This is an optimization exercise on Yosys and OpenROAD, whose aim is small area, a short achievable clock period and few clock cycles per item, not a production implementation.
Where RTL was checked, it was by simulation tests only, not by an equivalence proof against the original.
The RTL of runs 7 and 8 was laid out without a check of its function.
Power and IR drop assume default switching activity.

==> flow/design.v, too long to show whole: its modules and the start of the top module <==
// module running_mean_stddev: 251 lines
// module rms_add32: 215 lines
// module rms_add34: 226 lines
// module rms_add35: 230 lines
// module rms_add64: 436 lines
// module rms_add65: 440 lines
// module rms_sqacc: 646 lines
module running_mean_stddev #(
    parameter int MAX_COUNT   = 65536,
    parameter int FRAC_BITS   = 16
) (
    input  logic        aclk,
    input  logic        aresetn,
    input  logic        s_axis_tvalid,
    output logic        s_axis_tready,
    input  logic [15:0] s_axis_tdata,    
    input  logic        s_axis_tlast,
    output logic        m_axis_tvalid,
    input  logic        m_axis_tready,
    output logic [87:0] m_axis_tdata,    
    input  logic        psel,
    input  logic        penable,
    input  logic        pwrite,
    input  logic [1:0]  paddr,
    input  logic [31:0] pwdata,
    output logic [31:0] prdata,
    output logic        pready
);
  // ...
==> flow/run.sh <==
#!/bin/bash
# synth_recipe.tcl (not shown) runs the flow's synth.tcl, then flattens the netlist and writes it again
# the make line also repeats each setting of config.mk as NAME=value (left out here)
make -C /OpenROAD-flow-scripts/flow DESIGN_CONFIG=/design/flow/config.mk WORK_HOME=/design/flow/orfs CLKGATE_MAP_FILE= SYNTH_SCRIPT=/design/flow/synth_recipe.tcl finish
==> flow/config.mk <==
export PLATFORM = sky130hd
export DESIGN_NAME = running_mean_stddev
export DESIGN_NICKNAME = running_mean_stddev
export VERILOG_FILES = /design/flow/design.v
export SDC_FILE = /design/flow/constraint.sdc
export NUM_CORES = 4
export LEC_CHECK = 0
export ABC_AREA = 1
export CAP_MARGIN = 20
export CORE_MARGIN = 2
export CORE_UTILIZATION = 50
export CTS_CLUSTER_SIZE = 40
export SETUP_SLACK_MARGIN = 5
export SLEW_MARGIN = 20
==> flow/constraint.sdc <==
create_clock -name core_clock -period 11.0 [get_ports {aclk}]
set_input_delay 2.2000 -clock core_clock [delete_from_list [all_inputs] [get_ports {aclk}]]
set_output_delay 2.2000 -clock core_clock [all_outputs]
set_load 0.01 [all_outputs]
==> flow_summary.json, run 1 <==
{
  "ys_seq_area_share_pct": 37.3,
  "seq_power_share_pct": 23.0,
  "cts_setup_buffers": 0,
  "cts_tree": "yes",
  "dr_wl_met2_um": 50400,
  "cp_num_buf_inv": 4,
  "die_h_um": 303,
  "grt-ovfl-total": 0,
  "largestClassByArea": "multi-input gates",
  "setup_ws_ns": 5.51,
  "dp_cells": 5998,
  "largestRegisters": "aN: 64 flops, bR: 64 flops, bP: 62 flops",
  "wl_um": 104000,
  "ios": 181,
  "vias_per_cell": 5.06,
  "cp_top_family": "compound AO/OA/AOI/OAI gates",
  "hold_class": "flop to flop",
  "maxUsedRoutingLayer": "met4",
  "drc": 0,
  "yosys.area_share.simple_pct": 11.3,
  "power.group.top": "combinational cells",
  "min_to": "bL[23]$_DFF_P_",
  "p_total_w": 0.0169,
  "synthAdderAreaFrac_pct": 24.6,
  "rows": 109,
  "status": "no timing/DRC/antenna violations",
  "grt_pass1_vias": 31200,
  "path_depth": 28,
  "routedWlPerCell_um": 16.9,
  "ff_latch_area_sq_um": 16700,
  "synth_xor_area_share_pct": 6.49,
  "leakage_nw": 22.4,
  "drv_slew": 0,
  "synth_area_per_cell_sq_um": 9.21,
  "startpoint_type": "flop",
  "slowest_stage": "fa_1",
  "worst_setup_path_end_kind": "flop"
}
Testbench counts, summed over its fixed seeds: cycles 12,376, items 320.
==> inputs of run 2 (changes only) <==
--- a/flow/config.mk
+++ b/flow/config.mk
@@ -8,7 +8,6 @@
 export ABC_AREA = 1
-export CAP_MARGIN = 20
+export CAP_MARGIN = 10
 export CORE_MARGIN = 2
 export CORE_UTILIZATION = 50
-export CTS_CLUSTER_SIZE = 40
 export SETUP_SLACK_MARGIN = 5
-export SLEW_MARGIN = 20
+export SLEW_MARGIN = 10
==> run 2 against run 1 <==
Against the previous run: clock-buffer cell count is 6 lower; synthesized cell count is the same; sequential cell count did not move; critical path type unchanged; critical endpoint unchanged; largest power group unchanged.
==> flow_summary.json, run 2 <==
{
  "die_x_um": 303,
  "utilization_pct": 56.0,
  "ios": 181,
  "hold_class": "flop to flop",
  "dp_hpwl_um": 78500,
  "synth_cell_type_count": 66,
  "p_sw_share_pct": 43.8,
  "synth_edf_count": 320,
  "ys_seq_area_share_pct": 37.3,
  "vias": 31100,
  "antennaDiodeCount": 0,
  "fmax_mhz": 181,
  "grt_pass1_wl_um": 169000,
  "die_h_um": 303,
  "grt_pass1_vias": 31300,
  "setup_tns_ns": 0,
  "startpoint_type": "flop",
  "period_needed_ns": 5.52,
  "cts_tree": "yes",
  "combPwrFrac_pct": 61.1,
  "slowest_stage": "fa_1",
  "maxCapViolCount": 0,
  "synth_area_leaders": "edfxtp_1 (22%), dfxtp_1 (16%), fa_1 (15%), ha_1 (9.8%), inv_1 (8.1%)",
  "synthAdderAreaFrac_pct": 24.6,
  "status": "no timing/DRC/antenna violations",
  "design.core.area_sq_um": 88400,
  "finalNetCount": 5653,
  "drive_above_1_share_pct": 5.02,
  "holdBufCountCts": 0,
  "synth_compound_gate_area_share_pct": 10.1,
  "required_ns": 11.47,
  "setup_viol": 0,
  "critical_path_arrival_ns": 5.99,
  "r2r_cells": 28,
  "initial_core_util_pct": 50.5,
  "grt_max_degree": 109,
  "worstReg2RegStart": "flip$_SDFFE_PP0P_",
  "insertion_delay_ns": 0.65,
  "largestRegisters": "aN: 64 flops, bR: 64 flops, bP: 62 flops",
  "drt_iter0_markers": 1799,
  "hp-start": "bL[20]$_DFF_P_",
  "synth-seq-cells": 672,
  "worst_setup_path_end_kind": "flop",
  "drc": 0,
  "place_congestion": 0.864,
  "powerDensity_nw_per_um2": 343,
  "startpoint": "flip$_SDFFE_PP0P_",
  "min_to": "bL[22]$_DFF_P_",
  "peakVddDrop_mv": 0.369,
  "wl_um": 105000,
  "area_growth_pct": 10.8,
  "hold_viol": 0,
  "fin_crit_sh_pct": 50.2,
  "synth_xor_area_share_pct": 6.49,
  "whs_path_depth": 2,
  "synth_largest_area_cell": "edfxtp_1",
  "crit_path_max_incr_delay_ns": 0.52,
  "synth_area_per_cell_sq_um": 9.21,
  "yosys_warnings": 1,
  "fin_skew_ns": 0.0377,
  "reg2reg_to": "aN[63]$_SDFFE_PP0P_",
  "grt-ovfl-total": 0,
  "cp_max_fo": 34,
  "yosys.area_share.simple_pct": 11.3,
  "rows": 109,
  "synthArstFlopShare_pct": 0,
  "vias_per_cell": 5.06,
  "dieArea_sq_um": 91700,
  "track_usage_pct": 23.3,
  "slew_headroom_pct": 22.1,
  "layout_commonest_cell": "inv_1",
  "yosys-top-cells-count": "inv_1 (961), nand2_1 (600), nor2_1 (408), o21ai_0 (356), dfxtp_1 (352)",
  "synthCells": 4846,
  "synthMuxAreaShare_pct": 0,
  "ant_nets": 0,
  "synthesis.area_sq_um": 44600,
  "synth_top_family_by_area": "adder cells",
  "leakage_nw": 22.4,
  "synth_flop_cell": "dfxtp_1",
  "clockBufferDepth": 3,
  "drv_slew": 0,
  "grt_setup_unrepaired": "no",
  "p_sw_w": 0.00743,
  "synth_top_area_share_pct": 21.5,
  "io_buffer_count": 112,
  "fill_cells": 8084,
  "power.share.clock_pct": 16.0,
  "firstDrtPassIters": 5,
  "clock_sink_count": 672,
  "intPower_w": 0.00955,
  "clkTransAtPathRegs_ns": 0.06,
  "worst_slew_pin_slew_ns": 1.17,
  "path_common_cell": "nand2_1",
  "antenna_found_initial": 0,
  "routedWlPerCell_um": 17.0,
  "seq_power_share_pct": 22.9,
  "clockRootBuffer": "clkbuf_16",
  "yosysMostFrequentCell": "inv_1",
  "cts_buffers": 79,
  "ctsHtreeMaxLevel": 3,
  "regToRegSetupSlack_ns": 5.48,
  "worstSetupPathType": "flop to flop",
  "final_cell_mix": "inv_1 (959), nand2_1 (596), nor2_1 (407), o21ai_0 (355), ha_1 (350)"
}
## run 2: cell counts after synthesis
Identical to the previous run, type by type.
## run 2: power by group through the flow
stage | sequential, W | clock [W] | combinational (W)
final | 0.00389 | 0.00271 | 0.0104
after global routing | 0.00396 | 0.00286 | 0.0121
after CTS | 0.00390 | 0.00277 | 0.0105
after detailed placement | 0.00394 | 0 | 0.0104
after global placement | 0.00394 | 0 | 0.0102
after floorplan | 0.00380 | 0 | 0.00819
## run 2: cell families (layout without fill, tap and decap cells)
| family | after synthesis | count (layout) |
|---|---|---|
| xor gates and xnor gates | 331 | 331 |
| buffers and inverters | 1158 | 1258 |
| adders and majority gates | 680 | 680 |
| other | 2 | 37 |
| AOI/OAI and AO/OA | 785 | 785 |
| DFF | 672 | 672 |
| and+or+nand+nor | 1218 | 1218 |
## run 2: per-layer routing
layer	up-vias	wire length (um)	global-route usage, %
li1	15500	-	-
met1	15000	47800	32.1
met2	496	50600	39.6
met3	150	3700	2.61
met4	0	2430	5.44
met5	-	0	0
## run 2: worst max-delay path by stage
| stage | endpoint | slack [ns] | cells after the start |
|---|---|---|---|
| 2_1_floorplan | aN[63]$_SDFFE_PP0P_ | 5.24 | 22 |
| 3_3_place_gp | aN[63]$_SDFFE_PP0P_ | 4.61 | 28 |
| 3_5_place_dp | aN[63]$_SDFFE_PP0P_ | 4.60 | 28 |
| 4_1_cts | aN[63]$_SDFFE_PP0P_ | 5.12 | 28 |
| 5_1_grt | aN[63]$_SDFFE_PP0P_ | 5.02 | 28 |
| 6_report | aN[63]$_SDFFE_PP0P_ | 5.48 | 28 |
## run 2: layout make-up
cell class,count,area [sq um],area share (%)
inverters,971,3650,7.39
flip-flops and latches,672,16700,33.7
repair buffers,140,1340,2.70
multi-input cells,3051,23600,47.8
well taps,1165,1460,2.95
clock inverters,36,458,0.926
clock buffers,111,2260,4.56
## run 2: critical path, delay by kind of cell (launching register included)
kind,cells,cell delay (ns)
AOI/OAI and AO/OA,14,2.66
xor gates and xnor gates,1,0.15
and+or+nand+nor,6,0.58
buffers and inverters,4,0.54
adders and majority gates,3,1.06
DFF,1,0.32
## run 2: timing repair
action                                  CTS  global route
endpoints found under the setup margin   10             7
setup buffers                             0             2
hold endpoints to repair                  0             0
cloned                                    0             0
gates resized for setup                   2             7
## run 2: through the flow
stage / worst slack (ns) / hold WS (ns) / power (W) / instance area, sq um / instances
after floorplan: 5.24 / 0.406 / 0.0120 / 44800 / 4881
after global placement: 4.61 / 0.414 / 0.0141 / 46700 / 5997
after detailed placement: 4.60 / 0.416 / 0.0143 / 46700 / 5997
after CTS: 5.12 / 0.429 / 0.0172 / 49400 / 6144
after global routing: 5.02 / 0.457 / 0.0189 / 49500 / 6146
final: 5.48 / 0.428 / 0.0170 / 49500 / 6146
==> inputs of run 3 (changes only) <==
--- a/flow/config.mk
+++ b/flow/config.mk
@@ -8,3 +8,3 @@
 export ABC_AREA = 1
-export CAP_MARGIN = 10
+export CAP_MARGIN = 20
 export CORE_MARGIN = 2
@@ -12,2 +12,3 @@
 export SETUP_SLACK_MARGIN = 5
-export SLEW_MARGIN = 10
+export SLEW_MARGIN = 20
+export TNS_END_PERCENT = 0
==> run 3 against run 2 <==
Against the previous run: clock power down 3%; highest routed layer unchanged; largest power group unchanged; sequential cell count stayed put; combinational power is essentially flat; worst setup slack better by 0.042 ns; via count rose by 0.24%; still clean; synthesized area is the same; clock-buffer cell count rose by 6; sequential share of layout area increased by 0.059 points; final cell count about the same; global-route usage is essentially flat; core utilization decreased by 0.098 points; largest cell class unchanged.
==> flow_summary.json, run 3 <==
{
  "drive_above_1_share_pct": 5.00,
  "cts_buffers": 80,
  "status": "no timing/DRC/antenna violations",
  "firstDrtPassIters": 5,
  "period_needed_ns": 5.48,
  "grt_pass1_vias": 31200,
  "fin_crit_sh_pct": 49.8,
  "synth_largest_area_cell": "edfxtp_1",
  "holdWs_ns": 0.418,
  "startpoint": "flip$_SDFFE_PP0P_",
  "grt_setup_unrepaired": "yes",
  "area_growth_pct": 10.6,
  "fin_skew_ns": 0.0275,
  "ctsHtreeMaxLevel": 3,
  "drt_iter0_markers": 1883,
  "synth_edf_count": 320,
  "ys_seq_area_share_pct": 37.3,
  "yosys-top-cells-count": "inv_1 (961), nand2_1 (600), nor2_1 (408), o21ai_0 (356), dfxtp_1 (352)",
  "fill_cells": 8039,
  "startpoint_type": "flop",
  "place_congestion": 0.864,
  "synth_area_per_cell_sq_um": 9.21,
  "p_total_w": 0.0169,
  "rows": 109,
  "track_usage_pct": 23.3,
  "antenna_found_initial": 0,
  "hp-start": "bL[21]$_DFF_P_",
  "layout_commonest_cell": "inv_1",
  "maxCapViolCount": 0,
  "regToRegSetupSlack_ns": 5.52,
  "r2r_cells": 28,
  "dieArea_sq_um": 91700,
  "slew_headroom_pct": 31.2,
  "clock_sink_count": 672,
  "setup_ws_ns": 5.52,
  "yosys_warnings": 1,
  "insertion_delay_ns": 0.63,
  "slowest_stage": "fa_1",
  "cts_tree": "yes",
  "synth_top_area_share_pct": 21.5,
  "routedWlPerCell_um": 17.0,
  "dp_hpwl_um": 78500,
  "synth-seq-cells": 672,
  "yosysMostFrequentCell": "inv_1",
  "vias": 31200,
  "synth_flop_cell": "dfxtp_1",
  "synthesis.area_sq_um": 44600,
  "antennaDiodeCount": 0,
  "io_buffer_count": 112,
  "wl_um": 104000,
  "hold_class": "flop to flop",
  "path_common_cell": "nand2_1",
  "worstReg2RegStart": "flip$_SDFFE_PP0P_",
  "crit_path_max_incr_delay_ns": 0.53,
  "cp_max_fo": 34,
  "grt_max_degree": 109,
  "design.core.area_sq_um": 88400,
  "min_to": "bL[23]$_DFF_P_",
  "vias_per_cell": 5.07,
  "finalNetCount": 5656,
  "setup_viol": 0,
  "grt-ovfl-total": 0,
  "whs_path_depth": 2,
  "clkTransAtPathRegs_ns": 0.06,
  "ant_nets": 0,
  "peakVddDrop_mv": 0.365,
  "setup_tns_ns": 0,
  "critical_path_arrival_ns": 5.98,
  "synth_area_leaders": "edfxtp_1 (22%), dfxtp_1 (16%), fa_1 (15%), ha_1 (9.8%), inv_1 (8.1%)",
  "required_ns": 11.50,
  "initial_core_util_pct": 50.5,
  "worst_setup_path_end_kind": "flop",
  "drv_slew": 0,
  "maxUsedRoutingLayer": "met4",
  "largestRegisters": "aN: 64 flops, bR: 64 flops, bP: 62 flops",
  "wl_met1_um": 47100,
  "grt_pass1_wl_um": 168000,
  "multi_input_area_sq_um": 23600,
  "leakage_nw": 22.4,
  "worst_slew_pin_slew_ns": 1.03,
  "final_cell_mix": "inv_1 (959), nand2_1 (595), nor2_1 (407), o21ai_0 (355)",
  "fmax_mhz": 183,
  "synthArstFlopShare_pct": 0,
  "clockRootBuffer": "clkbuf_16",
  "clockBufferDepth": 3,
  "die_h_um": 303,
  "die_x_um": 303,
  "drc": 0,
  "reg2reg_to": "aN[63]$_SDFFE_PP0P_",
  "worstSetupPathType": "flop to flop",
  "met3_length_um": 4100,
  "ff_latch_area_sq_um": 16700,
  "synthCells": 4846,
  "synth_cell_type_count": 66,
  "ios": 181,
  "hold_viol": 0,
  "powerDensity_nw_per_um2": 342,
  "dp_slack_ns": 4.61,
  "dr_wl_met2_um": 50400
}
run 3: where the power goes:
part | internal, W | switching, W | total [W]
registers | 0.00353 | 0.000362 | 0.00389
logic | 0.00443 | 0.00593 | 0.0104
clock network | 0.00154 | 0.00108 | 0.00262
total | 0.00950 | 0.00737 | 0.0169
run 3: cell type report:
type,instances,share of cell area [%]
Timing Repair Buffer,142,2.80
Clock inverter,30,0.580
Sequential cell,672,33.7
Tap cell,1165,2.95
Clock buffer,117,4.64
Inverter,971,7.39
Multi-Input combinational cell,3051,47.9
run 3: cell families after synthesis:
family          after synthesis  synth area share, %
simple gates               1218                 11.3
buf+inv                    1158                 10.2
other cells                   2               0.0168
compound gates              785                 10.1
flops                       672                 37.3
fa+ha+maj                   680                 24.6
xor+xnor                    331                 6.49
run 3: what timing repair did:
item | in CTS | in global routing
endpoints found under the setup margin | 10 | 8
setup buffers | 0 | 2
gates resized for setup | 2 | 6
hold buffers | 0 | 0
cloned | 0 | 0
run 3: worst max path at each step:
stage                             endpoint  slack [ns]  depth (start not counted)
global route        sum_reg[31]$_SDFF_PP0_        4.97                         33
global placement       aN[63]$_SDFFE_PP0P_        4.61                         28
finish                 aN[63]$_SDFFE_PP0P_        5.52                         28
detailed placement     aN[63]$_SDFFE_PP0P_        4.61                         28
floorplan              aN[63]$_SDFFE_PP0P_        5.24                         22
CTS                    aN[63]$_SDFFE_PP0P_        5.12                         28
run 3: routing by layer:
| metal | vias up | track usage [%] |
|---|---|---|
| li1 | 15500 | - |
| met1 | 14900 | 31.8 |
| met2 | 603 | 39.5 |
| met3 | 160 | 2.84 |
| met4 | 0 | 5.84 |
| met5 | - | 0 |
run 3: critical path: cells and delay by family (launching register included):
family                   cells  cell delay (ns)
adder cells (fa/ha/maj)      3             1.07
AND/OR/NAND/NOR              6             0.58
XOR/XNOR                     1             0.15
AO/OA/AOI/OAI               14             2.67
buffers and inverters        4             0.54
flip-flops                   1             0.32
run 3: through the flow:
step / area (sq um) / util, % / cells
after floorplan: 44800 / - / 4881
after CTS: 49300 / 55.8 / 6145
after global routing: 49400 / 55.9 / 6148
final: 49400 / 55.9 / 6148
after global placement: 46700 / 52.8 / 5997
after detailed placement: 46700 / 52.9 / 5998
==> inputs of run 4 (changes only) <==
--- a/flow/config.mk
+++ b/flow/config.mk
@@ -13,2 +13,2 @@
 export SLEW_MARGIN = 20
-export TNS_END_PERCENT = 0
+export TNS_END_PERCENT = 20
==> run 4 against run 3 <==
Against the previous run: worst setup slack unchanged; clock-buffer cell count unchanged; core utilization unchanged; sequential cell count unchanged; critical path depth unchanged.
==> flow_summary.json, run 4 <==
{
  "intPower_w": 0.00950,
  "hold_class": "flop to flop",
  "cts_buffers": 80,
  "fin_skew_ns": 0.0275,
  "p_total_w": 0.0169,
  "worst_setup_path_end_kind": "flop",
  "io_buffer_count": 112,
  "place_area_sq_um": 46700,
  "grt_pass1_wl_um": 168000,
  "path_common_cell": "nand2_1",
  "yosys-top-cells-count": "inv_1 (961), nand2_1 (600), nor2_1 (408), o21ai_0 (356), dfxtp_1 (352)",
  "hold_viol": 0,
  "ios": 181,
  "fmax_mhz": 183,
  "yosys_warnings": 1,
  "setup_tns_ns": 0,
  "fin_cells": 6148,
  "p_sw_w": 0.00737,
  "fill_cells": 8039,
  "rows": 109,
  "clockRootBuffer": "clkbuf_16",
  "slowest_stage": "fa_1",
  "seq_power_share_pct": 23.0,
  "synthCells": 4846,
  "final_cell_mix": "inv_1 (959), nand2_1 (595), nor2_1 (407), o21ai_0 (355)",
  "grt_pass1_vias": 31200,
  "design.core.area_sq_um": 88400,
  "startpoint_type": "flop",
  "die_h_um": 303,
  "synth-seq-cells": 672,
  "track_usage_pct": 23.3,
  "die_x_um": 303,
  "synthArstFlopShare_pct": 0,
  "period_needed_ns": 5.48,
  "drc": 0,
  "status": "no timing/DRC/antenna violations",
  "holdBufCountCts": 0,
  "yosysMostFrequentCell": "inv_1",
  "ctsHtreeMaxLevel": 3,
  "drv_slew": 0,
  "combPwrFrac_pct": 61.4,
  "synthesis.area_sq_um": 44600,
  "p_sw_share_pct": 43.7,
  "drive_above_1_share_pct": 5.00,
  "worstSetupPathType": "flop to flop",
  "place_congestion": 0.864,
  "ys_seq_area_share_pct": 37.3,
  "critical_path_arrival_ns": 5.98,
  "area_growth_pct": 10.6,
  "grt_setup_unrepaired": "yes",
  "drt_iter0_markers": 1883,
  "dieArea_sq_um": 91700,
  "clockBufferDepth": 3,
  "multi_input_area_sq_um": 23600,
  "power.share.clock_pct": 15.6,
  "layout_commonest_cell": "inv_1",
  "powerDensity_nw_per_um2": 342,
  "slew_headroom_pct": 31.2,
  "cp_max_fo": 34,
  "dp_cells": 5998,
  "crit_path_max_incr_delay_ns": 0.53,
  "clkTransAtPathRegs_ns": 0.06,
  "antennaDiodeCount": 0,
  "ant_nets": 0,
  "synth_flop_cell": "dfxtp_1",
  "maxCapViolCount": 0,
  "grt_max_degree": 109,
  "required_ns": 11.50,
  "wl_um": 104000,
  "synth_top_area_share_pct": 21.5,
  "initial_core_util_pct": 50.5,
  "cts_tree": "yes",
  "synth_largest_area_cell": "edfxtp_1",
  "fin_crit_sh_pct": 49.8,
  "synth_edf_count": 320,
  "finalInstanceArea_sq_um": 49400,
  "ff_latch_area_sq_um": 16700,
  "insertion_delay_ns": 0.63,
  "routedWlPerCell_um": 17.0,
  "synth_cell_type_count": 66,
  "setup_viol": 0,
  "vias": 31200,
  "synth_area_per_cell_sq_um": 9.21,
  "antenna_found_initial": 0,
  "synth_area_leaders": "edfxtp_1 (22%), dfxtp_1 (16%), fa_1 (15%), ha_1 (9.8%), inv_1 (8.1%)",
  "dp_hpwl_um": 78500,
  "peakVddDrop_mv": 0.365,
  "leakage_nw": 22.4,
  "firstDrtPassIters": 5,
  "clock_sink_count": 672,
  "vias_per_cell": 5.07,
  "worst_slew_pin_slew_ns": 1.03,
  "finalNetCount": 5656,
  "largestRegisters": "aN: 64 flops, bR: 64 flops, bP: 62 flops",
  "grt-ovfl-total": 0
}
## run 4: power groups by stage
stage	Combinational [W]	Clock, W	Sequential, W
2_1_floorplan	0.00819	0	0.00380
3_3_place_gp	0.0102	0	0.00394
3_5_place_dp	0.0104	0	0.00395
4_1_cts	0.0105	0.00268	0.00390
5_1_grt	0.0121	0.00277	0.00396
6_report	0.0104	0.00262	0.00389
## run 4: logic make-up after synthesis
logic type | Yosys count | share of synthesized area [%]
flops | 672 | 37.3
xor+xnor | 331 | 6.49
compound gates | 785 | 10.1
simple gates | 1218 | 11.3
buf+inv | 1158 | 10.2
other cells | 2 | 0.0168
fa+ha+maj | 680 | 24.6
## run 4: layer usage
layer	share of wire, %	wire (um)	track usage (%)	vias up
li1	-	-	-	15500
met1	45	47100	31.8	14900
met2	48	50400	39.5	603
met3	3.9	4100	2.84	160
met4	2.5	2620	5.84	0
met5	0	0	0	-
## run 4: final cells by class
cell class / instances / share of cell area, %
inverter: 971 / 7.39
timing repair buffer: 142 / 2.80
clock inverter: 30 / 0.580
clock buffer: 117 / 4.64
sequential: 672 / 33.7
multi-input combinational: 3051 / 47.9
tap: 1165 / 2.95
## run 4: what timing repair did
action                                  CTS  global route
setup buffers                             0             2
gates resized for setup                   2             6
endpoints found under the setup margin   10             8
## run 4: critical path: cells and delay by family (launching register included)
family	cells	cell delay [ns]
AO/OA/AOI/OAI	14	2.67
XOR/XNOR	1	0.15
adder cells (fa/ha/maj)	3	1.07
buffers and inverters	4	0.54
flip-flops	1	0.32
AND/OR/NAND/NOR	6	0.58
## run 4: metrics by stage
step | hold slack, ns | utilization (%) | setup slack, ns
3_3_place_gp | 0.414 | 52.8 | 4.61
5_1_grt | 0.449 | 55.9 | 4.97
2_1_floorplan | 0.406 | - | 5.24
6_report | 0.418 | 55.9 | 5.52
4_1_cts | 0.424 | 55.8 | 5.12
3_5_place_dp | 0.416 | 52.9 | 4.61
## run 4: path summary, 6_finish.rpt
check / startpoint / to / slack (ns) / depth (start not counted)
worst max register to register: flip$_SDFFE_PP0P_ / aN[63]$_SDFFE_PP0P_ / 5.52 / 28
worst min register to register: bL[21]$_DFF_P_ / bL[23]$_DFF_P_ / 0.42 / 2
worst min-delay path: bL[21]$_DFF_P_ / bL[23]$_DFF_P_ / 0.42 / 2
worst max-delay path: flip$_SDFFE_PP0P_ / aN[63]$_SDFFE_PP0P_ / 5.52 / 28
==> inputs of run 5 (changes only) <==
--- a/flow/config.mk
+++ b/flow/config.mk
@@ -10,5 +10,4 @@
 export CORE_MARGIN = 2
-export CORE_UTILIZATION = 50
+export CORE_UTILIZATION = 45
 export SETUP_SLACK_MARGIN = 5
 export SLEW_MARGIN = 20
-export TNS_END_PERCENT = 20
==> run 5 against run 4 <==
Against the previous run: cell area increased by 0.17%; critical endpoint unchanged; worst hold slack improved by 0.015 ns; wire length is 0.47% higher; sequential share of layout area down 0.061 points.
==> flow_summary.json, run 5 <==
{
  "layout_commonest_cell": "inv_1",
  "fmax_mhz": 178,
  "ios": 181,
  "dp_cells": 6120,
  "dp_slack_ns": 4.55,
  "cts_buffers": 76,
  "vias": 31100,
  "clock_sink_count": 672,
  "synth_largest_area_cell": "edfxtp_1",
  "drive_above_1_share_pct": 4.88,
  "grt_max_degree": 153,
  "dieArea_sq_um": 102000,
  "critical_path_arrival_ns": 6.11,
  "worstReg2RegStart": "flip$_SDFFE_PP0P_",
  "yosys.area_share.simple_pct": 11.3,
  "antennaDiodeCount": 0,
  "fin_crit_sh_pct": 50.9,
  "drc": 0,
  "fill_cells": 9308,
  "clkTransAtPathRegs_ns": 0.06,
  "r2r_cells": 27,
  "synthAdderAreaFrac_pct": 24.6,
  "regToRegSetupSlack_ns": 5.40,
  "ctsHtreeMaxLevel": 3,
  "clockBufferDepth": 3,
  "cts_tree": "yes",
  "drt_iter0_markers": 2024,
  "powerDensity_nw_per_um2": 339,
  "rows": 115,
  "track_usage_pct": 20.9,
  "clockRootBuffer": "clkbuf_16",
  "cp_max_fo": 34,
  "synth_cell_type_count": 66,
  "synth_xor_area_share_pct": 6.49,
  "synth_top_family_by_area": "adder cells",
  "drv_slew": 0,
  "reg2reg_to": "aN[63]$_SDFFE_PP0P_",
  "dp_hpwl_um": 78800,
  "synth-seq-cells": 672,
  "setup_tns_ns": 0,
  "grt_pass1_wl_um": 170000,
  "whs_path_depth": 2,
  "hold_viol": 0,
  "startpoint_type": "flop",
  "required_ns": 11.50,
  "multi_input_area_sq_um": 23600,
  "area_growth_pct": 10.8,
  "worstSetupPathType": "flop to flop",
  "grt_setup_unrepaired": "yes",
  "synthArstFlopShare_pct": 0,
  "setup_viol": 0,
  "synth_edf_count": 320,
  "wl_um": 105000,
  "synthCells": 4846,
  "fin_skew_ns": 0.0167,
  "die_x_um": 319,
  "insertion_delay_ns": 0.64,
  "ys_seq_area_share_pct": 37.3,
  "firstDrtPassIters": 5,
  "status": "no timing/DRC/antenna violations",
  "routedWlPerCell_um": 16.7,
  "maxCapViolCount": 0,
  "synthMuxAreaShare_pct": 0,
  "hold_class": "flop to flop",
  "period_needed_ns": 5.60,
  "design.core.area_sq_um": 98400,
  "yosysMostFrequentCell": "inv_1",
  "synth_compound_gate_area_share_pct": 10.1,
  "fin_cells": 6265,
  "ant_nets": 0,
  "hp-start": "bL[16]$_DFF_P_",
  "largestRegisters": "aN: 64 flops, bR: 64 flops, bP: 62 flops",
  "slew_headroom_pct": 29.8,
  "synth_area_leaders": "edfxtp_1 (22%), dfxtp_1 (16%), fa_1 (15%), ha_1 (9.8%), inv_1 (8.1%)",
  "synthesis.area_sq_um": 44600,
  "io_buffer_count": 112,
  "utilization_pct": 50.3,
  "yosys_warnings": 1,
  "yosys-top-cells-count": "inv_1 (961), nand2_1 (600), nor2_1 (408), o21ai_0 (356), dfxtp_1 (352)",
  "grt-ovfl-total": 0,
  "p_total_w": 0.0168,
  "antenna_found_initial": 0,
  "worst_slew_pin_slew_ns": 1.05,
  "finalNetCount": 5652,
  "peakVddDrop_mv": 0.159,
  "min_to": "bL[18]$_DFF_P_",
  "initial_core_util_pct": 45.4,
  "grt_pass1_vias": 31700,
  "final_cell_mix": "inv_1 (959), nand2_1 (596), nor2_1 (407), o21ai_0 (355)",
  "setup_ws_ns": 5.40,
  "worst_setup_path_end_kind": "flop",
  "vias_per_cell": 4.97,
  "synth_flop_cell": "dfxtp_1",
  "leakage_nw": 22.3,
  "place_congestion": 0.894,
  "die_h_um": 319,
  "synth_top_area_share_pct": 21.5,
  "ff_latch_area_sq_um": 16700,
  "synth_area_per_cell_sq_um": 9.21
}
run 5: kinds of logic after synthesis:
group	count (synthesis)
DFF	672
adders and majority gates	680
buffers and inverters	1158
and+or+nand+nor	1218
other	2
AOI/OAI and AO/OA	785
xor gates and xnor gates	331
run 5: power breakdown:
group | internal (W) | switching (W) | total [W]
logic | 0.00442 | 0.00587 | 0.0103
registers | 0.00352 | 0.000364 | 0.00389
clock network | 0.00149 | 0.00111 | 0.00260
total | 0.00944 | 0.00735 | 0.0168
run 5: how the worst max path moves through the flow:
stage	start	cells past startpoint	to
after floorplan	flip$_SDFFE_PP0P_	22	aN[63]$_SDFFE_PP0P_
after global placement	flip$_SDFFE_PP0P_	28	aN[63]$_SDFFE_PP0P_
after detailed placement	flip$_SDFFE_PP0P_	28	aN[63]$_SDFFE_PP0P_
after CTS	flip$_SDFFE_PP0P_	29	aN[63]$_SDFFE_PP0P_
after global routing	flip$_SDFFE_PP0P_	27	aN[63]$_SDFFE_PP0P_
final	flip$_SDFFE_PP0P_	27	aN[63]$_SDFFE_PP0P_
run 5: layer usage:
metal,wire (um),track usage (%)
met1,47100,27.6
met2,50900,36.2
met3,3880,2.73
met4,2830,5.50
met5,0,0
run 5: final cells by class:
cell class / count / share of cell area (%)
inverters: 971 / 7.39
clock inverters: 34 / 0.769
multi-input cells: 3051 / 47.8
flip-flops and latches: 672 / 33.7
clock buffers: 108 / 4.33
well taps: 1287 / 3.26
repair buffers: 142 / 2.80
run 5: stage by stage:
step / instance area [sq um] / hold slack [ns]
after floorplan: 44800 / 0.406
after global placement: 46800 / 0.418
after detailed placement: 46900 / 0.415
after CTS: 49400 / 0.433
after global routing: 49500 / 0.454
final: 49500 / 0.432
run 5: timing repair:
action / CTS / global route
setup endpoints to repair: 12 / 10
setup buffers: 0 / 3
pin swaps: 0 / 0
hold buffers: 0 / 0
resized for setup: 2 / 3
run 5: critical path, stage by stage, from the launching register on:
cell,delay [ns]
dfxtp_1,0.31
buf_4,0.33
inv_1,0.21
nand2_8,0.22
o21ai_0,0.14
fa_1,0.48
fa_1,0.43
inv_1,0.08
a31o_2,0.18
a31oi_1,0.13
o21ai_1,0.25
a21oi_2,0.15
o21ai_2,0.25
a21oi_4,0.11
o21ai_2,0.31
a21oi_4,0.15
o21ai_2,0.18
a21oi_2,0.11
o21ai_1,0.26
nand2_1,0.10
nand2_1,0.10
a31oi_1,0.12
fa_1,0.44
xor2_1,0.15
inv_1,0.06
nand2_1,0.05
nand2_1,0.06
o22ai_1,0.07
==> inputs of run 6 (changes only) <==
--- a/flow/config.mk
+++ b/flow/config.mk
@@ -10,3 +10,3 @@
 export CORE_MARGIN = 2
-export CORE_UTILIZATION = 45
+export CORE_UTILIZATION = 50
 export SETUP_SLACK_MARGIN = 5
==> run 6 against run 5 <==
Against the previous run: highest routed layer unchanged; largest cell class unchanged; worst hold slack got worse by 0.014 ns; synthesized cell count unchanged; worst setup slack improved by 0.12 ns.
==> flow_summary.json, run 6 <==
{
  "multi_input_area_sq_um": 23600,
  "dp_hpwl_um": 78500,
  "powerDensity_nw_per_um2": 342,
  "grt_pass1_wl_um": 168000,
  "hold_class": "flop to flop",
  "startpoint_type": "flop",
  "yosys_warnings": 1,
  "hold_viol": 0,
  "largestRegisters": "aN: 64 flops, bR: 64 flops, bP: 62 flops",
  "clockBufferDepth": 3,
  "firstDrtPassIters": 5,
  "fin_crit_sh_pct": 49.9,
  "ios": 181,
  "drt_iter0_markers": 1931,
  "final_cell_mix": "inv_1 (959), nand2_1 (595), nor2_1 (407), o21ai_0 (355)",
  "finalNetCount": 5656,
  "synthCells": 4846,
  "critical_path_arrival_ns": 5.99,
  "synthArstFlopShare_pct": 0,
  "fmax_mhz": 182,
  "synth_edf_count": 320,
  "design.core.area_sq_um": 88400,
  "hp-start": "bL[21]$_DFF_P_",
  "maxCapViolCount": 0,
  "synth_area_leaders": "edfxtp_1 (22%), dfxtp_1 (16%), fa_1 (15%), ha_1 (9.8%), inv_1 (8.1%)",
  "leakage_nw": 22.4,
  "synth_top_area_share_pct": 21.5,
  "dieArea_sq_um": 91700,
  "grt_setup_unrepaired": "no",
  "die_h_um": 303,
  "fin_skew_ns": 0.0301,
  "synth_largest_area_cell": "edfxtp_1",
  "cts_buffers": 80,
  "crit_path_max_incr_delay_ns": 0.53,
  "ctsHtreeMaxLevel": 3,
  "yosysMostFrequentCell": "inv_1",
  "initial_core_util_pct": 50.5,
  "synth_flop_cell": "dfxtp_1",
  "grt-ovfl-total": 0,
  "rows": 109,
  "holdWs_ns": 0.418,
  "startpoint": "flip$_SDFFE_PP0P_",
  "fill_cells": 8037,
  "place_area_sq_um": 46700,
  "drive_above_1_share_pct": 5.00,
  "peakVddDrop_mv": 0.365,
  "status": "no timing/DRC/antenna violations",
  "required_ns": 11.50,
  "vias_per_cell": 5.06,
  "clock_sink_count": 672,
  "vias": 31100,
  "grt_max_degree": 109,
  "cts_tree": "yes",
  "synth_cell_type_count": 66,
  "path_common_cell": "nand2_1",
  "worst_setup_path_end_kind": "flop",
  "track_usage_pct": 23.3,
  "antenna_found_initial": 0,
  "worstReg2RegStart": "flip$_SDFFE_PP0P_",
  "layout_commonest_cell": "inv_1",
  "utilization_pct": 55.9,
  "place_congestion": 0.864,
  "drv_slew": 0,
  "synth_area_per_cell_sq_um": 9.21,
  "synthesis.area_sq_um": 44600,
  "area_growth_pct": 10.6,
  "setup_tns_ns": 0,
  "clockRootBuffer": "clkbuf_16",
  "slew_headroom_pct": 31.3,
  "cp_num_buf_inv": 4,
  "worst_slew_pin_slew_ns": 1.03,
  "ff_latch_area_sq_um": 16700,
  "grt_pass1_vias": 31200,
  "routedWlPerCell_um": 16.9,
  "period_needed_ns": 5.49,
  "regToRegSetupSlack_ns": 5.51,
  "drc": 0,
  "yosys-top-cells-count": "inv_1 (961), nand2_1 (600), nor2_1 (408), o21ai_0 (356), dfxtp_1 (352)",
  "wl_um": 104000,
  "finalInstanceArea_sq_um": 49400,
  "synth-seq-cells": 672,
  "clkTransAtPathRegs_ns": 0.06,
  "io_buffer_count": 112,
  "slowest_stage": "fa_1",
  "insertion_delay_ns": 0.64,
  "setup_viol": 0,
  "antennaDiodeCount": 0,
  "worstSetupPathType": "flop to flop",
  "ant_nets": 0,
  "cp_max_fo": 34,
  "ys_seq_area_share_pct": 37.3,
  "die_x_um": 303,
  "cp_top_family": "compound AO/OA/AOI/OAI gates"
}
-- run 6: cell counts after synthesis --
No cell type changed its count.
-- run 6: through the flow --
step / power [W] / cells / worst slack, ns
after floorplan: 0.0120 / 4881 / 5.24
final: 0.0169 / 6148 / 5.51
after global placement: 0.0141 / 5997 / 4.61
after CTS: 0.0171 / 6145 / 5.12
after detailed placement: 0.0143 / 5998 / 4.61
after global routing: 0.0188 / 6148 / 5.02
-- run 6: final cells by class --
| type | instances | area share (%) |
|---|---|---|
| multi-input combinational | 3051 | 47.9 |
| clock inverter | 30 | 0.580 |
| timing repair buffer | 142 | 2.81 |
| tap | 1165 | 2.95 |
| sequential | 672 | 33.7 |
| clock buffer | 117 | 4.64 |
| inverter | 971 | 7.39 |
-- run 6: tightest hold or removal path: cells and delay by family (launching register included) --
kind            cells  cell delay, ns
flops               1            0.30
compound gates      1            0.05
simple gates        1            0.04
-- run 6: power by group --
part | switching [W] | internal (W) | leakage (nW)
Combinational | 0.00593 | 0.00443 | 15.2
Sequential | 0.000362 | 0.00353 | 5.86
Clock | 0.00108 | 0.00154 | 1.26
Total | 0.00738 | 0.00950 | 22.4
-- run 6: timing repair --
item / CTS / global route
setup endpoints to repair: 10 / 8
hold buffers: 0 / 0
pin swaps: 0 / 0
buffers inserted: 0 / 2
gates resized for setup: 2 / 7
-- run 6: path summary, 6_finish.rpt --
path	cells past startpoint	to
min reg2reg	2	bL[23]$_DFF_P_
min	2	bL[23]$_DFF_P_
max reg2reg	28	aN[63]$_SDFFE_PP0P_
max	28	aN[63]$_SDFFE_PP0P_
-- run 6: cell families after synthesis --
kind of cell,after synthesis,synth area share [%]
xor gates and xnor gates,331,6.49
AOI/OAI and AO/OA,785,10.1
other,2,0.0168
buffers and inverters,1158,10.2
and+or+nand+nor,1218,11.3
DFF,672,37.3
adders and majority gates,680,24.6
-- run 6: per-layer routing --
layer / vias to the layer above / track usage, % / wire length, um
met5: - / 0 / 0
met4: 0 / 5.84 / 2610
met3: 158 / 2.84 / 4020
met2: 560 / 39.5 / 50400
met1: 14900 / 31.8 / 47200
li1: 15500 / - / -
==> module running_mean_stddev, before the edit <==
module running_mean_stddev #(
    parameter int MAX_COUNT   = 65536,
    parameter int FRAC_BITS   = 16
) (
    input  logic        aclk,
    input  logic        aresetn,
    input  logic        s_axis_tvalid,
    output logic        s_axis_tready,
    input  logic [15:0] s_axis_tdata,    
    input  logic        s_axis_tlast,
    output logic        m_axis_tvalid,
    input  logic        m_axis_tready,
    output logic [87:0] m_axis_tdata,    
    input  logic        psel,
    input  logic        penable,
    input  logic        pwrite,
    input  logic [1:0]  paddr,
    input  logic [31:0] pwdata,
    output logic [31:0] prdata,
    output logic        pready
);
    localparam int CW = rms_pkg::CNT_W;
    localparam int SW = rms_pkg::SUM_W;
    localparam int QW = rms_pkg::SQ_W;
    localparam logic [2:0] A_IDLE  = 3'd0;
    localparam logic [2:0] A_PREP1 = 3'd1;
    localparam logic [2:0] A_PREP2 = 3'd2;
    localparam logic [2:0] A_RUN   = 3'd3;
    localparam logic [2:0] A_DONE  = 3'd4;
    logic mode_reg;
    always_ff @(posedge aclk) begin
        if (!aresetn) mode_reg <= 1'b0;
        else if (psel && penable && pwrite && paddr == 2'd0) mode_reg <= pwdata[0];
    end
    assign pready = 1'b1;
    assign prdata = {31'd0, mode_reg};
    logic        f0_v, f0_l, f0_m;
    logic [14:0] f0_y;         
    logic        f0_s;         
    logic        g_reg;        
    logic        rdy_reg;      
    logic        aok_reg;      
    logic [2:0]  a_st;
    logic [4:0]  a_step;
    logic        b_run, b_valid;
    logic [4:0]  b_step;
    logic acc_in, f0_hold, f0_go, a_load, b_free, a_hand;
    assign s_axis_tready = rdy_reg;
    assign acc_in  = s_axis_tvalid && rdy_reg;
    assign f0_hold = f0_v && f0_l && !aok_reg;
    assign f0_go   = f0_v && !f0_hold;
    assign a_load  = f0_go && f0_l;
    assign b_free  = !b_run && (!b_valid || m_axis_tready);
    assign a_hand  = (a_st == A_DONE) && b_free;
    logic [2:0] a_st_n;
    logic       f0_v_n, f0_l_n, b_run_n, b_valid_n, aok_n, g_n;
    always_comb begin
        a_st_n = a_st;
        unique case (a_st)
            A_IDLE:  a_st_n = A_IDLE;
            A_PREP1: a_st_n = A_PREP2;
            A_PREP2: a_st_n = A_RUN;
            A_RUN:  a_st_n = (a_step == 5'd0) ? A_DONE : A_RUN;
            A_DONE: a_st_n = a_hand ? A_IDLE : A_DONE;
            default: a_st_n = A_IDLE;
        endcase
        if (a_load) a_st_n = A_PREP1;
    end
    assign b_run_n   = a_hand || (b_run && b_step != 5'd31);
    assign b_valid_n = (b_run && b_step == 5'd31) || (b_valid && !m_axis_tready);
    assign aok_n     = (a_st_n == A_IDLE) || (a_st_n == A_DONE && !b_run_n && !b_valid_n);
    assign f0_v_n    = f0_hold || acc_in;
    assign f0_l_n    = f0_hold || s_axis_tlast;
    assign g_n       = f0_v_n && !(f0_l_n && !aok_n) && (a_load || !cnt_n[CW-1]);
    always_ff @(posedge aclk) begin
        if (!aresetn) begin
            rdy_reg <= 1'b1;
            aok_reg <= 1'b1;
            f0_v    <= 1'b0;
            g_reg   <= 1'b0;
            a_st    <= A_IDLE;
            b_run   <= 1'b0;
            b_valid <= 1'b0;
        end else begin
            rdy_reg <= !(f0_v_n && f0_l_n) || aok_n;
            aok_reg <= aok_n;
            f0_v    <= f0_v_n;
            g_reg   <= g_n;
            a_st    <= a_st_n;
            b_run   <= b_run_n;
            b_valid <= b_valid_n;
        end
    end
    always_ff @(posedge aclk) begin
        if (!f0_hold) begin
            f0_y <= s_axis_tdata[14:0] ^ {15{s_axis_tdata[15]}};
            f0_s <= s_axis_tdata[15];
            f0_l <= s_axis_tlast;
            f0_m <= mode_reg;
        end
    end
    logic [CW-1:0] cnt_reg, cnt_n;
    logic [SW-1:0] sum_reg, sum_n;
    logic [QW-1:0] acc_s, acc_c, ns, nc;
    logic          ovf_reg, ovf_n, clear;
    logic [14:0]   y_eff;
    logic          s_eff;
    assign y_eff = g_reg ? f0_y : 15'd0;
    assign s_eff = g_reg && f0_s;
    rms_add32 u_sum (.a(sum_reg), .b({{(SW-15){s_eff}}, y_eff ^ {15{s_eff}}}), .ci(1'b0), .s(sum_n));
    assign cnt_n = cnt_reg + CW'(g_reg);
    assign ovf_n = ovf_reg | (f0_go && cnt_reg[CW-1]);
    assign clear = !aresetn || a_load;
    rms_sqacc u_sq (.y(y_eff), .sgn(s_eff), .acc_s(acc_s), .acc_c(acc_c), .ns(ns), .nc(nc));
    always_ff @(posedge aclk) begin
        cnt_reg <= clear ? '0 : cnt_n;
        sum_reg <= clear ? '0 : sum_n;
        acc_s   <= clear ? '0 : ns;
        acc_c   <= clear ? '0 : nc;
        ovf_reg <= clear ? 1'b0 : ovf_n;
    end
    logic [CW-1:0] an;
    logic [SW-1:0] as;         
    logic [QW:0]   aq;         
    logic [63:0]   aN;         
    logic [33:0]   aD;
    logic          aneg, aovf, amode;
    logic          nb, mb, flip;    
    logic [31:0] an32, lzx;
    logic [4:0]  lz_hi, a_idx;
    logic [63:0] a_s64, a_r0, a_r1, a_r2, a_cs, a_cc, a_sum;
    logic [33:0] a_dsum;
    logic [CW-1:0] anm;
    logic [17:0] a_qhi;
    assign anm   = an - CW'(amode);
    assign a_qhi = {1'b0, aN[QW-1:30]} - {1'b0, anm};
    assign an32  = 32'(an);
    assign lzx   = (as ^ {SW{as[SW-1]}}) | an32;
    always_comb begin
        lz_hi = 5'd0;
        for (int i = 0; i < 32; i++) if (lzx[i]) lz_hi = 5'(i);
    end
    assign a_idx = (a_st == A_PREP2) ? a_step : a_step - 5'd1;
    assign a_s64 = {{(64-SW){as[SW-1]}}, as};
    assign a_r0  = {aN[62:0], 1'b0};
    assign a_r1  = nb ? {{(64-QW-1){aq[QW]}}, aq} : 64'd0;
    assign a_r2  = flip ? a_s64 : ~(mb ? a_s64 : 64'd0);
    assign a_cs  = a_r0 ^ a_r1 ^ a_r2;
    assign a_cc  = {((a_r0[62:0] & a_r1[62:0]) | (a_r0[62:0] & a_r2[62:0]) |
                     (a_r1[62:0] & a_r2[62:0])), !flip};
    rms_add64 u_aadd (.a(a_cs), .b(a_cc), .ci(1'b0), .s(a_sum));
    rms_add34 u_dadd (.a({aD[32:0], 1'b0}), .b(nb ? 34'(anm) : 34'd0), .ci(1'b0), .s(a_dsum));
    always_ff @(posedge aclk) begin
        if (a_load) begin
            an    <= cnt_n;
            as    <= sum_n;
            aq    <= {1'b0, ns};
            aN    <= 64'(nc[QW-1:1]);
            aovf  <= ovf_n;
            amode <= f0_m && (cnt_n >= CW'(2));
            nb    <= 1'b1;
            mb    <= 1'b0;
            flip  <= 1'b0;
        end else if (a_st == A_PREP1) begin
            aN     <= a_sum;
            aneg   <= as[SW-1];
            a_step <= lz_hi + 5'(as[SW-1]);
        end else if (a_st == A_PREP2) begin
            aq     <= {a_qhi, aN[29:0]};
            aN     <= '0;
            aD     <= '0;
            nb     <= an32[a_idx];
            mb     <= as[a_idx];
            flip   <= aneg;
        end else if (a_st == A_RUN) begin
            aN     <= a_sum;
            aD     <= a_dsum;
            a_step <= a_step - 5'd1;
            nb     <= an32[a_idx];
            mb     <= as[a_idx];
            flip   <= 1'b0;
        end
    end
    logic [64:0] bR;           
    logic [61:0] bP;
    logic [31:0] bL, bq, bZ;   
    logic [33:0] bD;
    logic [15:0] brem;
    logic [CW-1:0] bn;
    logic [1:0]  bst;
    logic        bneg;
    logic        bs, bge;
    logic [64:0] b_t, b_x1, b_x2, b_cs, b_cc;
    logic [16:0] b_rem2;
    logic [17:0] b_diff;
    logic [47:0] b_dv;
    logic [64:0] b_rsum;
    logic [61:0] b_psum;
    rms_add65 u_radd (.a(b_cs), .b(b_cc), .ci(bs), .s(b_rsum));
    logic [34:0] b_plo;
    logic [27:0] b_pu, b_pq, b_pa;
    logic        b_inc, b_dec;
    rms_add35 u_padd (.a({1'b0, bP[32:0], 1'b0}), .b({1'b0, bD ^ {34{!bs}}}), .ci(!bs), .s(b_plo));
    assign b_pu  = bP[60:33];
    assign b_inc = bs && b_plo[34];
    assign b_dec = !bs && !b_plo[34];
    assign b_pq  = b_pu ^ {28{!bs}};
    always_comb begin
        logic [27:0] t;
        t = {b_pq[26:0], 1'b1};
        for (int d = 1; d < 28; d = d * 2)
            for (int i = 27; i >= 0; i--)
                if ((i / d) % 2 == 1) t[i] = t[i] & t[(i / d) * d - 1];
        b_pa = t;
    end
    assign b_psum = {b_pu ^ (b_pa & {28{b_inc | b_dec}}), b_plo[33:0]};
    assign bs   = !bR[64];
    assign b_t  = {bR[62:0], bL[31:30]};
    assign b_x1 = {1'b0, bP, 2'b00} ^ {65{bs}};
    assign b_x2 = ~{31'd0, bD};
    assign b_cs = b_t ^ b_x1 ^ b_x2;
    assign b_cc = {((b_t[63:0] & b_x1[63:0]) | (b_t[63:0] & b_x2[63:0]) |
                    (b_x1[63:0] & b_x2[63:0])), 1'b1};
    assign b_rem2 = {brem, bZ[31]};
    assign b_diff = {1'b0, b_rem2} - {1'b0, bn};
    assign bge    = !b_diff[17];
    assign b_dv = aneg ? {~as, 16'(-an)} : {as, 16'd0};
    always_ff @(posedge aclk) begin
        bR   <= a_hand ? {{31{aN[63]}}, aN[63:30]} : b_rsum;
        bP   <= a_hand ? 62'(aD) : b_psum;
        bL   <= a_hand ? {aN[29:0], 2'b00} : {bL[29:0], 2'b00};
        brem <= a_hand ? b_dv[46:31] : (bge ? b_diff[15:0] : b_rem2[15:0]);
    end
    always_ff @(posedge aclk) begin
        if (a_hand) begin
            bD   <= aD;
            bn   <= an;
            bst  <= aovf ? rms_pkg::STATUS_OVERFLOW :
                    (an < CW'(2) ? rms_pkg::STATUS_FEW : rms_pkg::STATUS_OK);
            bneg <= aneg;
            bZ   <= {b_dv[30:0], aneg};
            b_step <= 5'd1;
        end else if (b_run) begin
            bq   <= (b_step == 5'd31) ? {bq[29:0], bs, !b_rsum[64]} : {bq[30:0], bs};
            bZ   <= {bZ[30:0], bge ^ bneg};
            b_step <= b_step + 5'd1;
        end
    end
    assign m_axis_tvalid = b_valid;
    assign m_axis_tdata  = {5'd0, bst, bn, bq, bZ};
endmodule
==> inputs of run 7 (changes only) <==
--- a/flow/design.v
+++ b/flow/design.v
@@ -136,2 +136,3 @@
     logic          nb, mb, flip;    
+    logic          nbd;             
     logic [31:0] an32, lzx;
@@ -141,4 +142,6 @@
     logic [CW-1:0] anm;
+    logic [31:0]   anm32;
     logic [17:0] a_qhi;
     assign anm   = an - CW'(amode);
+    assign anm32 = 32'(anm);
     assign a_qhi = {1'b0, aN[QW-1:30]} - {1'b0, anm};
@@ -159,3 +162,3 @@
     rms_add64 u_aadd (.a(a_cs), .b(a_cc), .ci(1'b0), .s(a_sum));
-    rms_add34 u_dadd (.a({aD[32:0], 1'b0}), .b(nb ? 34'(anm) : 34'd0), .ci(1'b0), .s(a_dsum));
+    rms_add34 u_dadd (.a({aD[32:0], 1'b0}), .b(nbd ? 34'(an) : 34'd0), .ci(1'b0), .s(a_dsum));
     always_ff @(posedge aclk) begin
@@ -169,2 +172,3 @@
             nb    <= 1'b1;
+            nbd   <= 1'b0;
             mb    <= 1'b0;
@@ -180,2 +184,3 @@
             nb     <= an32[a_idx];
+            nbd    <= anm32[a_idx];
             mb     <= as[a_idx];
@@ -187,2 +192,3 @@
             nb     <= an32[a_idx];
+            nbd    <= anm32[a_idx];
             mb     <= as[a_idx];
==> run 7 against run 6 <==
Against the previous run: core utilization is 0.14 points lower; clock skew is 0.0065 ns higher; fmax is 2.3% lower; clock power is 3% lower; largest cell class unchanged; cell area hardly changed; non-clock buffer count is 1 higher; highest routed layer unchanged; combinational power hardly changed.
==> flow_summary.json, run 7 <==
{
  "grt_setup_unrepaired": "no",
  "grt_max_degree": 106,
  "cp_max_fo": 32,
  "grt_busiest_layer": "met2",
  "power.share.clock_pct": 15.3,
  "worst_slew_pin_slew_ns": 1.03,
  "die_x_um": 303,
  "design.core.area_sq_um": 88600,
  "synthesis.area_sq_um": 44800,
  "synth_area_per_cell_sq_um": 9.09,
  "area_growth_pct": 10.3,
  "hold_viol": 0,
  "clock_sink_count": 673,
  "leakage_nw": 22.6,
  "yosys-top-cells-count": "inv_1 (973), nand2_1 (691), nor2_1 (375), o21ai_0 (370), dfxtp_1 (353)",
  "cp_num_buf_inv": 3,
  "vias_per_cell": 5.09,
  "rows": 109,
  "ios": 181,
  "holdBufCountCts": 0,
  "required_ns": 11.49,
  "track_usage_pct": 23.7,
  "ctsHtreeMaxLevel": 3,
  "routedWlPerCell_um": 17.2,
  "seq_power_share_pct": 23.4,
  "final_cell_mix": "inv_1 (969), nand2_1 (686), nor2_1 (373), o21ai_0 (369), dfxtp_1 (351)",
  "fin_crit_sh_pct": 51.0,
  "layout_commonest_cell": "inv_1",
  "peakVddDrop_mv": 0.173,
  "cts_buffers": 77,
  "p_sw_w": 0.00728,
  "crit_path_max_incr_delay_ns": 0.47,
  "clkTransAtPathRegs_ns": 0.06,
  "dieArea_sq_um": 92000,
  "synthArstFlopShare_pct": 0,
  "critical_path_arrival_ns": 6.10,
  "slew_headroom_pct": 31.6,
  "powerDensity_nw_per_um2": 336,
  "drive_above_1_share_pct": 4.31,
  "multi_input_area_sq_um": 23700,
  "fin_skew_ns": 0.0366,
  "worstSetupPathType": "flop to flop",
  "met2_usage_pct": 40.7,
  "dp_hpwl_um": 80200,
  "slowest_stage": "fa_1",
  "firstDrtPassIters": 6,
  "synthCells": 4931,
  "antenna_found_initial": 0,
  "drt_iter0_markers": 2017,
  "drv_slew": 0,
  "initial_core_util_pct": 50.6,
  "synth_top_area_share_pct": 21.4,
  "synth_cell_type_count": 61,
  "intPower_w": 0.00933,
  "io_buffer_count": 112,
  "startpoint_type": "flop",
  "yosys_warnings": 1,
  "setup_viol": 0,
  "synth_area_leaders": "edfxtp_1 (21%), dfxtp_1 (16%), fa_1 (15%), ha_1 (9.8%), inv_1 (8.1%)",
  "ff_latch_area_sq_um": 16700,
  "wl_um": 107000,
  "clockBufferDepth": 3,
  "place_congestion": 0.895,
  "yosysMostFrequentCell": "inv_1",
  "synth_flop_cell": "dfxtp_1",
  "grt-ovfl-total": 0,
  "p_total_w": 0.0166,
  "period_needed_ns": 5.61,
  "cts_tree": "yes",
  "synth-seq-cells": 673,
  "p_sw_share_pct": 43.8,
  "ant_nets": 0,
  "synth_largest_area_cell": "edfxtp_1",
  "insertion_delay_ns": 0.65,
  "maxCapViolCount": 0,
  "worst_setup_path_end_kind": "flop",
  "largestRegisters": "aN: 64 flops, bR: 64 flops, bP: 62 flops",
  "combPwrFrac_pct": 61.3,
  "hold_class": "flop to flop",
  "use_met1_pct": 31.6,
  "fill_cells": 8084,
  "cp_top_family": "compound AO/OA/AOI/OAI gates",
  "grt_pass1_wl_um": 171000,
  "synth_edf_count": 320,
  "grt_pass1_vias": 31600,
  "grt_util_met3_pct": 3.16,
  "setup_tns_ns": 0,
  "die_h_um": 303,
  "drc": 0,
  "antennaDiodeCount": 0,
  "status": "no timing/DRC/antenna violations",
  "vias": 31700,
  "finalNetCount": 5729,
  "ys_seq_area_share_pct": 37.2,
  "clockRootBuffer": "clkbuf_16",
  "fmax_mhz": 178
}
-- run 7: worst register-to-register path: cells and delay by family, from the launching register on --
family	cells	cell delay [ns]
compound gates	14	2.85
xor+xnor	1	0.15
buf+inv	3	0.28
fa+ha+maj	3	1.34
simple gates	5	0.52
flops	1	0.32
-- run 7: final cells by class --
class	count	area share [%]
Timing Repair Buffer	143	2.78
Tap cell	1165	2.95
Clock buffer	116	4.34
Multi-Input combinational cell	3114	48.0
Inverter	982	7.49
Clock inverter	26	0.648
Sequential cell	673	33.8
-- run 7: logic make-up after synthesis --
logic type / after synthesis / synth area share, %
fa+ha+maj: 680 / 24.5
xor+xnor: 319 / 6.23
other cells: 2 / 0.0168
flops: 673 / 37.2
compound gates: 807 / 10.2
buf+inv: 1179 / 10.3
simple gates: 1271 / 11.6
-- run 7: worst paths after layout --
path	from	end	slack [ns]	cells after the start
hold / removal	bL[20]$_DFF_P_	bL[22]$_DFF_P_	0.43	2
hold reg to reg	bL[20]$_DFF_P_	bL[22]$_DFF_P_	0.43	2
setup reg to reg	flip$_SDFFE_PP0P_	aN[63]$_SDFFE_PP0P_	5.39	26
setup / recovery	flip$_SDFFE_PP0P_	aN[63]$_SDFFE_PP0P_	5.39	26
-- run 7: metrics by stage --
step / cells / setup slack [ns] / util, % / area (sq um) / hold slack (ns)
final: 6219 / 5.39 / 55.7 / 49400 / 0.427
after global placement: 6073 / 4.61 / 52.9 / 46900 / 0.414
after global routing: 6219 / 5.09 / 55.7 / 49400 / 0.441
after floorplan: 4966 / 5.20 / - / 44900 / 0.406
after detailed placement: 6073 / 4.59 / 52.9 / 46900 / 0.415
after CTS: 6215 / 5.08 / 55.7 / 49300 / 0.429
-- run 7: repair_timing --
action	CTS	global route
setup buffers	0	3
setup endpoints to repair	5	11
resized for setup	1	5
-- run 7: power groups by stage --
stage          registers (W)  clock network (W)  logic (W)
5_1_grt              0.00397            0.00270     0.0119
3_3_place_gp         0.00394                  0    0.00997
3_5_place_dp         0.00395                  0     0.0102
6_report             0.00389            0.00254     0.0102
4_1_cts              0.00390            0.00260     0.0103
2_1_floorplan        0.00380                  0    0.00807
-- run 7: routing by layer --
metal / part of all wire, % / wire length [um] / vias to the layer above
met5: 0 / 0 / -
met4: 2.4 / 2570 / 0
met3: 4.5 / 4780 / 147
met2: 49 / 52000 / 654
met1: 44 / 47400 / 15200
li1: - / - / 15700
==> inputs of run 8 (changes only) <==
--- a/flow/design.v
+++ b/flow/design.v
@@ -142,6 +142,4 @@
     logic [CW-1:0] anm;
-    logic [31:0]   anm32;
     logic [17:0] a_qhi;
     assign anm   = an - CW'(amode);
-    assign anm32 = 32'(anm);
     assign a_qhi = {1'b0, aN[QW-1:30]} - {1'b0, anm};
@@ -162,3 +160,3 @@
     rms_add64 u_aadd (.a(a_cs), .b(a_cc), .ci(1'b0), .s(a_sum));
-    rms_add34 u_dadd (.a({aD[32:0], 1'b0}), .b(nbd ? 34'(an) : 34'd0), .ci(1'b0), .s(a_dsum));
+    rms_add34 u_dadd (.a({aD[32:0], 1'b0}), .b(nbd ? 34'(anm) : 34'd0), .ci(1'b0), .s(a_dsum));
     always_ff @(posedge aclk) begin
@@ -184,3 +182,3 @@
             nb     <= an32[a_idx];
-            nbd    <= anm32[a_idx];
+            nbd    <= |(an32 & (32'd1 << a_idx));
             mb     <= as[a_idx];
@@ -192,3 +190,3 @@
             nb     <= an32[a_idx];
-            nbd    <= anm32[a_idx];
+            nbd    <= |(an32 & (32'd1 << a_idx));
             mb     <= as[a_idx];
@@ -206,2 +204,4 @@
     logic        bs, bge;
+    logic        bs2;          
+    logic        b_sel;        
     logic [64:0] b_t, b_x1, b_x2, b_cs, b_cc;
@@ -216,7 +216,7 @@
     logic        b_inc, b_dec;
-    rms_add35 u_padd (.a({1'b0, bP[32:0], 1'b0}), .b({1'b0, bD ^ {34{!bs}}}), .ci(!bs), .s(b_plo));
+    rms_add35 u_padd (.a({1'b0, bP[32:0], 1'b0}), .b({1'b0, bD ^ {34{!bs2}}}), .ci(!bs2), .s(b_plo));
     assign b_pu  = bP[60:33];
-    assign b_inc = bs && b_plo[34];
-    assign b_dec = !bs && !b_plo[34];
-    assign b_pq  = b_pu ^ {28{!bs}};
+    assign b_inc = bs2 && b_plo[34];
+    assign b_dec = !bs2 && !b_plo[34];
+    assign b_pq  = b_pu ^ {28{!bs2}};
     always_comb begin
@@ -241,7 +241,10 @@
     assign b_dv = aneg ? {~as, 16'(-an)} : {as, 16'd0};
+    assign b_sel = (a_st == A_DONE) && !b_run;
     always_ff @(posedge aclk) begin
-        bR   <= a_hand ? {{31{aN[63]}}, aN[63:30]} : b_rsum;
-        bP   <= a_hand ? 62'(aD) : b_psum;
-        bL   <= a_hand ? {aN[29:0], 2'b00} : {bL[29:0], 2'b00};
-        brem <= a_hand ? b_dv[46:31] : (bge ? b_diff[15:0] : b_rem2[15:0]);
+        bR   <= b_sel ? {{31{aN[63]}}, aN[63:30]} : b_rsum;
+        bs2  <= !(b_sel ? aN[63] : b_rsum[64]);
+        bP   <= b_sel ? 62'(aD) : b_psum;
+        bL   <= b_sel ? {aN[29:0], 2'b00} : {bL[29:0], 2'b00};
+        brem <= b_sel ? b_dv[46:31] : (bge ? b_diff[15:0] : b_rem2[15:0]);
+        if (b_sel) bD <= aD;
     end
@@ -249,3 +252,2 @@
         if (a_hand) begin
-            bD   <= aD;
             bn   <= an;
==> run 8 against run 7 <==
Against the previous run: clock skew grew 0.0071 ns; critical path type unchanged; wire length shrank 3.2%; clock power grew 11%; worst hold slack lost 0.0020 ns; synthesized area shrank 0.12%; final cell count shrank 0.58%; global-route usage shrank 0.53 points; fmax grew 1.1%; sequential cell count grew 1; synthesized cell count shrank 1.2%; largest power group unchanged.
==> flow_summary.json, run 8 <==
{
  "leakage_nw": 22.7,
  "die_x_um": 303,
  "setup_tns_ns": 0,
  "crit_path_max_incr_delay_ns": 0.48,
  "dp_hpwl_um": 77800,
  "worst_slew_pin_slew_ns": 1.01,
  "clockBufferDepth": 3,
  "wl_um": 103000,
  "fill_cells": 8054,
  "synth_area_per_cell_sq_um": 9.19,
  "clock_sink_count": 674,
  "worstReg2RegStart": "an[0]$_DFFE_PP_",
  "final_cell_mix": "inv_1 (962), nand2_1 (630), nor2_1 (396), dfxtp_1 (350), ha_1 (348)",
  "holdBufCountCts": 0,
  "ff_latch_area_sq_um": 16700,
  "finalNetCount": 5687,
  "yosys-top-cells-count": "inv_1 (965), nand2_1 (634), nor2_1 (398), dfxtp_1 (354)",
  "startpoint_type": "flop",
  "cts_tree": "yes",
  "powerDensity_nw_per_um2": 341,
  "peakVddDrop_mv": 0.171,
  "layout_commonest_cell": "inv_1",
  "fin_crit_sh_pct": 50.5,
  "min_to": "bL[10]$_DFF_P_",
  "status": "no timing/DRC/antenna violations",
  "place_congestion": 0.913,
  "grt_setup_unrepaired": "yes",
  "rows": 109,
  "vias": 31200,
  "setup_viol": 0,
  "place_area_sq_um": 46900,
  "reg2reg_to": "aD[33]$_SDFFCE_PP0P_",
  "required_ns": 11.38,
  "dp_slack_ns": 4.41,
  "initial_core_util_pct": 50.6,
  "synth_top_area_share_pct": 21.5,
  "synth_flop_cell": "dfxtp_1",
  "synth-seq-cells": 674,
  "antennaDiodeCount": 0,
  "multi_input_area_sq_um": 23800,
  "ctsHtreeMaxLevel": 3,
  "worstSetupPathType": "flop to flop",
  "path_common_cell": "nor2_1",
  "grt_pass1_wl_um": 168000,
  "regToRegSetupSlack_ns": 5.45,
  "period_needed_ns": 5.55,
  "synth_largest_area_cell": "edfxtp_1",
  "cp_num_buf_inv": 4,
  "whs_path_depth": 2,
  "worst_setup_path_end_kind": "flop",
  "io_buffer_count": 112,
  "drv_slew": 0,
  "ios": 181,
  "utilization_pct": 56.3,
  "cp_max_fo": 5,
  "clockRootBuffer": "clkbuf_16",
  "largestRegisters": "aN: 64 flops, bR: 64 flops, bP: 62 flops",
  "ys_seq_area_share_pct": 37.3,
  "grt-ovfl-total": 0,
  "antenna_found_initial": 0,
  "synth_area_leaders": "edfxtp_1 (21%), dfxtp_1 (16%), fa_1 (15%), ha_1 (9.7%), inv_1 (8.1%)",
  "grt_max_degree": 162,
  "drt_iter0_markers": 1944,
  "r2r_cells": 29,
  "hp-start": "bL[8]$_DFF_P_",
  "track_usage_pct": 23.1,
  "dieArea_sq_um": 91900,
  "synth_edf_count": 320,
  "area_growth_pct": 11.3,
  "slew_headroom_pct": 32.7,
  "synth_cell_type_count": 70,
  "routedWlPerCell_um": 16.7,
  "drc": 0,
  "firstDrtPassIters": 6,
  "setup_ws_ns": 5.45,
  "slowest_stage": "edfxtp_1",
  "design.core.area_sq_um": 88500,
  "yosysMostFrequentCell": "inv_1",
  "hold_class": "flop to flop",
  "critical_path_arrival_ns": 5.93,
  "synthCells": 4872,
  "cts_buffers": 81,
  "hold_viol": 0,
  "synthesis.area_sq_um": 44800,
  "fin_skew_ns": 0.0437,
  "cp_top_family": "simple AND/OR/NAND/NOR gates",
  "drive_above_1_share_pct": 5.26,
  "clkTransAtPathRegs_ns": 0.06,
  "ant_nets": 0,
  "synthArstFlopShare_pct": 0,
  "vias_per_cell": 5.05,
  "grt_pass1_vias": 31600,
  "finalInstanceArea_sq_um": 49800,
  "yosys_warnings": 1,
  "insertion_delay_ns": 0.66,
  "die_h_um": 303,
  "fmax_mhz": 180,
  "maxCapViolCount": 0
}
## run 8: routing by layer
metal  global-route usage, %  wire, um  vias up
met5                       0         0        -
met2                    39.2     49700      623
met3                    2.97      4530      163
met1                    31.1     46200    14900
li1                        -         -    15600
met4                    6.92      2850        0
## run 8: layout make-up
class	instances	area share (%)
Multi-Input combinational cell	3077	47.7
Sequential cell	674	33.5
Inverter	974	7.36
Clock buffer	109	4.67
Tap cell	1165	2.93
Timing Repair Buffer	143	2.80
Clock inverter	41	1.01
## run 8: how the worst max path moves through the flow
stage / end / cells past startpoint / from / slack [ns]
floorplan: aN[63]$_SDFFE_PP0P_ / 24 / flip$_SDFFE_PP0P_ / 5.23
global placement: aN[63]$_SDFFE_PP0P_ / 27 / flip$_SDFFE_PP0P_ / 4.42
detailed placement: aN[63]$_SDFFE_PP0P_ / 27 / flip$_SDFFE_PP0P_ / 4.41
CTS: aN[63]$_SDFFE_PP0P_ / 27 / flip$_SDFFE_PP0P_ / 5.11
global route: aN[63]$_SDFFE_PP0P_ / 29 / flip$_SDFFE_PP0P_ / 5.00
finish: aD[33]$_SDFFCE_PP0P_ / 29 / an[0]$_DFFE_PP_ / 5.45
## run 8: report_power, final
group	switching [W]	internal [W]	leakage, nW
logic	0.00578	0.00443	15.4
registers	0.000421	0.00352	5.88
clock network	0.00114	0.00169	1.39
## run 8: tightest hold or removal path, cell delays in order, from the launching register on
cell,delay [ns]
dfxtp_1,0.30
nand2_1,0.04
o21ai_0,0.05
## run 8: repair_timing
action	in CTS	in global routing
gates resized for setup	3	4
pin swaps	0	1
setup buffers	0	5
endpoints found under the setup margin	14	12
## run 8: metrics by stage
step | hold slack [ns] | cells | total power [W]
after global routing | 0.446 | 6183 | 0.0189
after global placement | 0.413 | 6025 | 0.0140
after CTS | 0.427 | 6177 | 0.0172
after floorplan | 0.406 | 4907 | 0.0120
final | 0.425 | 6183 | 0.0170
after detailed placement | 0.415 | 6027 | 0.0142
## run 8: logic make-up (layout without fill, tap and decap cells)
group,count (synthesis),count (layout),synth area share [%]
buffers and inverters,1156,1267,10.1
AND/OR/NAND/NOR,1226,1226,11.2
other,2,37,0.0168
adder cells (fa/ha/maj),678,678,24.5
AO/OA/AOI/OAI,803,803,10.4
flip-flops,674,674,37.3
XOR/XNOR,332,332,6.50
multiplexers,1,1,0.0224

Check on run 8: ideal ports give 5.446 ns setup slack; a clkbuf_16 on the clock port and buf_2 on the inputs give 5.446 ns; moving port delays by the midpoint clock arrival (0.709 ns) as well gives 5.446 ns.
